Background: an optimization exercise with open tools, aiming at small area, a short achievable clock period and few clock cycles per item. Do not read the settings as production practice. Where RTL was checked, it was by simulation tests only, not by an equivalence proof against the original.

==> inputs of 07-26 <==
==> flow/design.v <==
module cacheline_arbiter #(
    parameter int LINE_W = 256,
    parameter int ADDR_W = 32
) (
    input  logic              clk,
    input  logic              rst,
    input  logic              i_read,
    input  logic [ADDR_W-1:0] i_address,
    output logic [LINE_W-1:0] i_rdata,
    output logic              i_resp,
    input  logic              d_read,
    input  logic              d_write,
    input  logic [ADDR_W-1:0] d_address,
    input  logic [LINE_W-1:0] d_wdata,
    output logic [LINE_W-1:0] d_rdata,
    output logic              d_resp,
    output logic              pmem_read,
    output logic              pmem_write,
    output logic [ADDR_W-1:0] pmem_address,
    output logic [LINE_W-1:0] pmem_wdata,
    input  logic [LINE_W-1:0] pmem_rdata,
    input  logic              pmem_resp
);
    localparam int OFF_W = 5;   
    logic              busy_q;         
    logic              own_q;          
    logic              last_d_q;       
    logic              pmem_read_q, pmem_write_q;
    logic              i_resp_q, d_resp_q;
    logic [LINE_W-1:0] i_rdata_q, d_rdata_q;
    logic d_req, done, free, elig_i, elig_d, grant_i, grant_d;
    always_comb begin
        d_req   = d_read | d_write;
        done    = busy_q & pmem_resp;
        free    = ~busy_q | pmem_resp;
        elig_i  = i_read & ~i_resp_q & ~(busy_q & ~own_q);
        elig_d  = d_req  & ~d_resp_q & ~(busy_q &  own_q);
        grant_d = elig_d & (~elig_i | ~last_d_q);
        grant_i = elig_i & (~elig_d |  last_d_q);
    end
    always_ff @(posedge clk) begin
        if (rst) begin
            busy_q       <= 1'b0;
            own_q        <= 1'b0;
            last_d_q     <= 1'b0;
            pmem_read_q  <= 1'b0;
            pmem_write_q <= 1'b0;
            i_resp_q     <= 1'b0;
            d_resp_q     <= 1'b0;
        end else begin
            i_resp_q <= done & ~own_q;
            d_resp_q <= done &  own_q;
            if (free) begin
                busy_q       <= grant_i | grant_d;
                own_q        <= grant_d;
                pmem_read_q  <= grant_i | (grant_d & ~d_write);
                pmem_write_q <= grant_d & d_write;
                if (grant_i | grant_d) last_d_q <= grant_d;
            end
        end
    end
    always_ff @(posedge clk) begin
        if (done & ~own_q) i_rdata_q <= pmem_rdata;
        if (done & own_q & pmem_read_q) d_rdata_q <= pmem_rdata;
    end
    assign pmem_read    = pmem_read_q;
    assign pmem_write   = pmem_write_q;
    assign pmem_address = {own_q ? d_address[ADDR_W-1:OFF_W] : i_address[ADDR_W-1:OFF_W], OFF_W'(0)};
    assign pmem_wdata   = d_wdata;
    assign i_rdata      = i_rdata_q;
    assign d_rdata      = d_rdata_q;
    assign i_resp       = i_resp_q;
    assign d_resp       = d_resp_q;
endmodule
==> flow/flow/run.sh <==
#!/bin/bash
# Standard layout, with the port buffers made from sky130_fd_sc_hd__buf_1 instead of the
# buffer the placer would pick on its own. Each tool's output is kept in a log here.
set -euo pipefail
export BUFFER_PORTS_ARGS="-buffer_cell sky130_fd_sc_hd__buf_1"
bash standard.sh > standard_flow.log 2>&1
==> flow/standard.sh <==
#!/bin/bash
# synth_recipe.tcl (not shown) runs the flow's synth.tcl, then flattens the netlist and writes it again
# the make line also repeats each setting of config.mk as NAME=value (left out here)
make -C /OpenROAD-flow-scripts/flow DESIGN_CONFIG=/design/flow/config.mk WORK_HOME=/design/flow/orfs CLKGATE_MAP_FILE= SYNTH_SCRIPT=/design/flow/synth_recipe.tcl "${@:-finish}"
==> flow/config.mk <==
export PLATFORM = sky130hd
export DESIGN_NAME = cacheline_arbiter
export DESIGN_NICKNAME = cacheline_arbiter
export VERILOG_FILES = /design/flow/design.v
export SDC_FILE = /design/flow/constraint.sdc
export NUM_CORES = 4
export LEC_CHECK = 0
export CAP_MARGIN = 20
export CORE_AREA = 6 6 294 294
export DIE_AREA = 0 0 300 300
export SLEW_MARGIN = 20
==> flow/constraint.sdc <==
create_clock -name core_clock -period 4.0 [get_ports {clk}]
set_input_delay 0.8000 -clock core_clock [delete_from_list [all_inputs] [get_ports {clk}]]
set_output_delay 0.8000 -clock core_clock [all_outputs]
set_load 0.01 [all_outputs]
==> 12-17: changes against 07-26 <==
==> flow/run.sh (new file) <==
#!/bin/bash
# synth_recipe.tcl (not shown) runs the flow's synth.tcl, then flattens the netlist and writes it again
# the make line also repeats each setting of config.mk as NAME=value (left out here)
make -C /OpenROAD-flow-scripts/flow DESIGN_CONFIG=/design/flow/config.mk WORK_HOME=/design/flow/orfs CLKGATE_MAP_FILE= SYNTH_SCRIPT=/design/flow/synth_recipe.tcl finish
- CORE_AREA: 6 6 294 294 -> 10 10 530 530
- DIE_AREA: 0 0 300 300 -> 0 0 540 540
removed: flow/flow/run.sh
removed: flow/standard.sh
==> results by group <==
Die
  • Die H: 540 um
  • Horiz. Die Dim: 540 um
  • Rows: 190
  • Initial Util: 6.69%

Status
  • Status: finished clean
The numbers above come from 12-17.

==> results by group <==
Status
  • Status: stopped before the end
  • Fail Step: 3_2_place_iop
  • Run Error: [ERROR PPL-0024] Number of IO pins (1386) exceeds maximum number of available positions (1082). Increase the die perimeter from 1200.00um to 1884.96um.

Die
  • Initial Util: 21.9%
  • Die H: 300 um
  • Rows: 105
The numbers above come from 07-26.

Testbench counts of 07-26, summed over its fixed seeds: cycles 10,045, items 2,560.
Testbench counts of 12-17, summed over its fixed seeds: cycles 10,045, items 2,560.

==> inputs of run E <==
Starts from the design.v that is shown in full above.
Settings: LEC_CHECK=0, CAP_MARGIN=20, CORE_AREA=6 6 294 294, DIE_AREA=0 0 300 300, SETUP_SLACK_MARGIN=1.5, SLEW_MARGIN=20; clock period 4.0 ns.
standard.sh (not shown) runs the stock make flow with config.mk's settings and CLKGATE_MAP_FILE= SYNTH_SCRIPT=/design/flow/synth_recipe.tcl, a recipe that flattens the netlist after the stock synthesis.
==> flow/flow/run.sh <==
#!/bin/bash
# Standard layout, with the port buffers made from sky130_fd_sc_hd__buf_1 instead of the
# buffer the placer would pick on its own. Each tool's output is kept in a log here.
set -euo pipefail
export BUFFER_PORTS_ARGS="-buffer_cell sky130_fd_sc_hd__buf_1"
bash standard.sh > standard_flow.log 2>&1
==> run K (differences from run E) <==
--- a/flow/design.v
+++ b/flow/design.v
@@ -29,4 +29,5 @@
     logic              i_resp_q, d_resp_q;
     logic [LINE_W-1:0] i_rdata_q, d_rdata_q;
+    logic [ADDR_W-1:OFF_W] addr_q;     
     logic d_req, done, free, elig_i, elig_d, grant_i, grant_d;
     always_comb begin
@@ -61,4 +62,8 @@
     end
     always_ff @(posedge clk) begin
+        if (free ? grant_d : own_q) addr_q <= d_address[ADDR_W-1:OFF_W];
+        else                        addr_q <= i_address[ADDR_W-1:OFF_W];
+    end
+    always_ff @(posedge clk) begin
         if (done & ~own_q) i_rdata_q <= pmem_rdata;
         if (done & own_q & pmem_read_q) d_rdata_q <= pmem_rdata;
@@ -66,5 +71,5 @@
     assign pmem_read    = pmem_read_q;
     assign pmem_write   = pmem_write_q;
-    assign pmem_address = {own_q ? d_address[ADDR_W-1:OFF_W] : i_address[ADDR_W-1:OFF_W], OFF_W'(0)};
+    assign pmem_address = {addr_q, OFF_W'(0)};
     assign pmem_wdata   = d_wdata;
     assign i_rdata      = i_rdata_q;
==> flow/flow/run.sh (replaced) <==
#!/bin/bash
# Standard layout, with the port buffers made from sky130_fd_sc_hd__buf_1 instead of the
# buffer the placer would pick on its own, and pins allowed on every routing track.
# Each tool's output is kept in a log here.
set -euo pipefail
export BUFFER_PORTS_ARGS="-buffer_cell sky130_fd_sc_hd__buf_1"
export PLACE_PINS_ARGS="-min_distance 1 -min_distance_in_tracks"
bash standard.sh > standard_flow.log 2>&1
- CORE_AREA: 6 6 294 294 -> 5 5 245 245
- DIE_AREA: 0 0 300 300 -> 0 0 250 250
- SETUP_SLACK_MARGIN: 1.5 -> not set
==> results.txt <==
post-synthesis cell type count=25; Post-Syn Area=18700 µm²; 1st-pass router iterations=22; #FFs+latches synth=546; synth cell count leaders=512 x edfxtp_1, 261 x buf_4, 34 x dfxtp_1; area share of the largest cell type after synthesis=82.3%; mux share of post-synthesis cell area=2.01%; Avg Cell Area, Syn=21.4 µm²; Seq/Total Area, Yosys=86.0%; crit path capture type=flip-flop; Initial Util=32.6%; worst path arrival time=2.78 ns; Synth area leader=edfxtp_1; Via Count=10800; Syn Inst Count=873; Std-Cell Rows=88; status=timing/DRC/antenna clean; synth top area cells=edfxtp_1 82%, buf_4 10%, dfxtp_1 3.6%
# the run above: run K

==> results.txt <==
synth cell count leaders=512 x edfxtp_1, 263 x buf_4, 27 x mux2_2; area share of the largest cell type after synthesis=85.5%; synth top area cells=edfxtp_1 86%, buf_4 11%, mux2_2 1.7%; post-synthesis cell type count=24; Top FF cell, synth=edfxtp_1; Avg Cell Area, Syn=21.4 µm²; Synth area leader=edfxtp_1; #FFs+latches synth=519; Initial Util=21.9%; status=aborted with a tool error; Compound-Gate Fraction of Synth Area=0.390%; Die H=300 µm; Seq/Total Area, Yosys=86.3%; Syn Inst Count=840; mux share of post-synthesis cell area=1.69%; Post-Syn Area=18000 µm²; error message=[ERROR PPL-0024] Number of IO pins (1386) exceeds maximum number of available positions (1082). Increase the die perimeter from 1200.00um to 1884.96um.; Exit stage=I/O pin placement (3_2_place_iop); Std-Cell Rows=105
# the run above: run E

Testbench counts of run E, summed over its fixed seeds: cycles 10,045, items 2,560.
For run K, only the layout was checked, not whether the RTL still works.

[port drivers added, routing unchanged]
The flow's constraints put no driver on any port. The routed layouts listed below were extracted and timed again, unchanged, in two steps. Step 1 (the two cells are an assumption about what drives the block):
set clk [get_ports {clk}]
set_driving_cell -lib_cell sky130_fd_sc_hd__clkbuf_16 $clk
set_driving_cell -lib_cell sky130_fd_sc_hd__buf_2 [delete_from_list [all_inputs] $clk]
Step 2 adds t to the input delays and takes it off the output delays; t is the mean of the earliest and latest rising clock arrival at the registers after step 1. Input paths then give back, and output paths get back, about the clock's delay inside the block. Slacks: ideal ports / drivers / drivers and shift; pairs: ideal ports / drivers.
| run | t, ns | setup slack, ns | cell pins on the clock port's net |
|---|---|---|---|
| 12-17 | 0.760 | 0.418 / 0.348 / 0.820 | 1 |
| run K | 0.637 | 1.684 / 1.709 / 1.073 | 1 |
After both steps every run listed still meets setup and hold. For run K, which loses most, drivers alone change the setup slack by +0.025 ns; drivers and shift together by -0.611 ns.
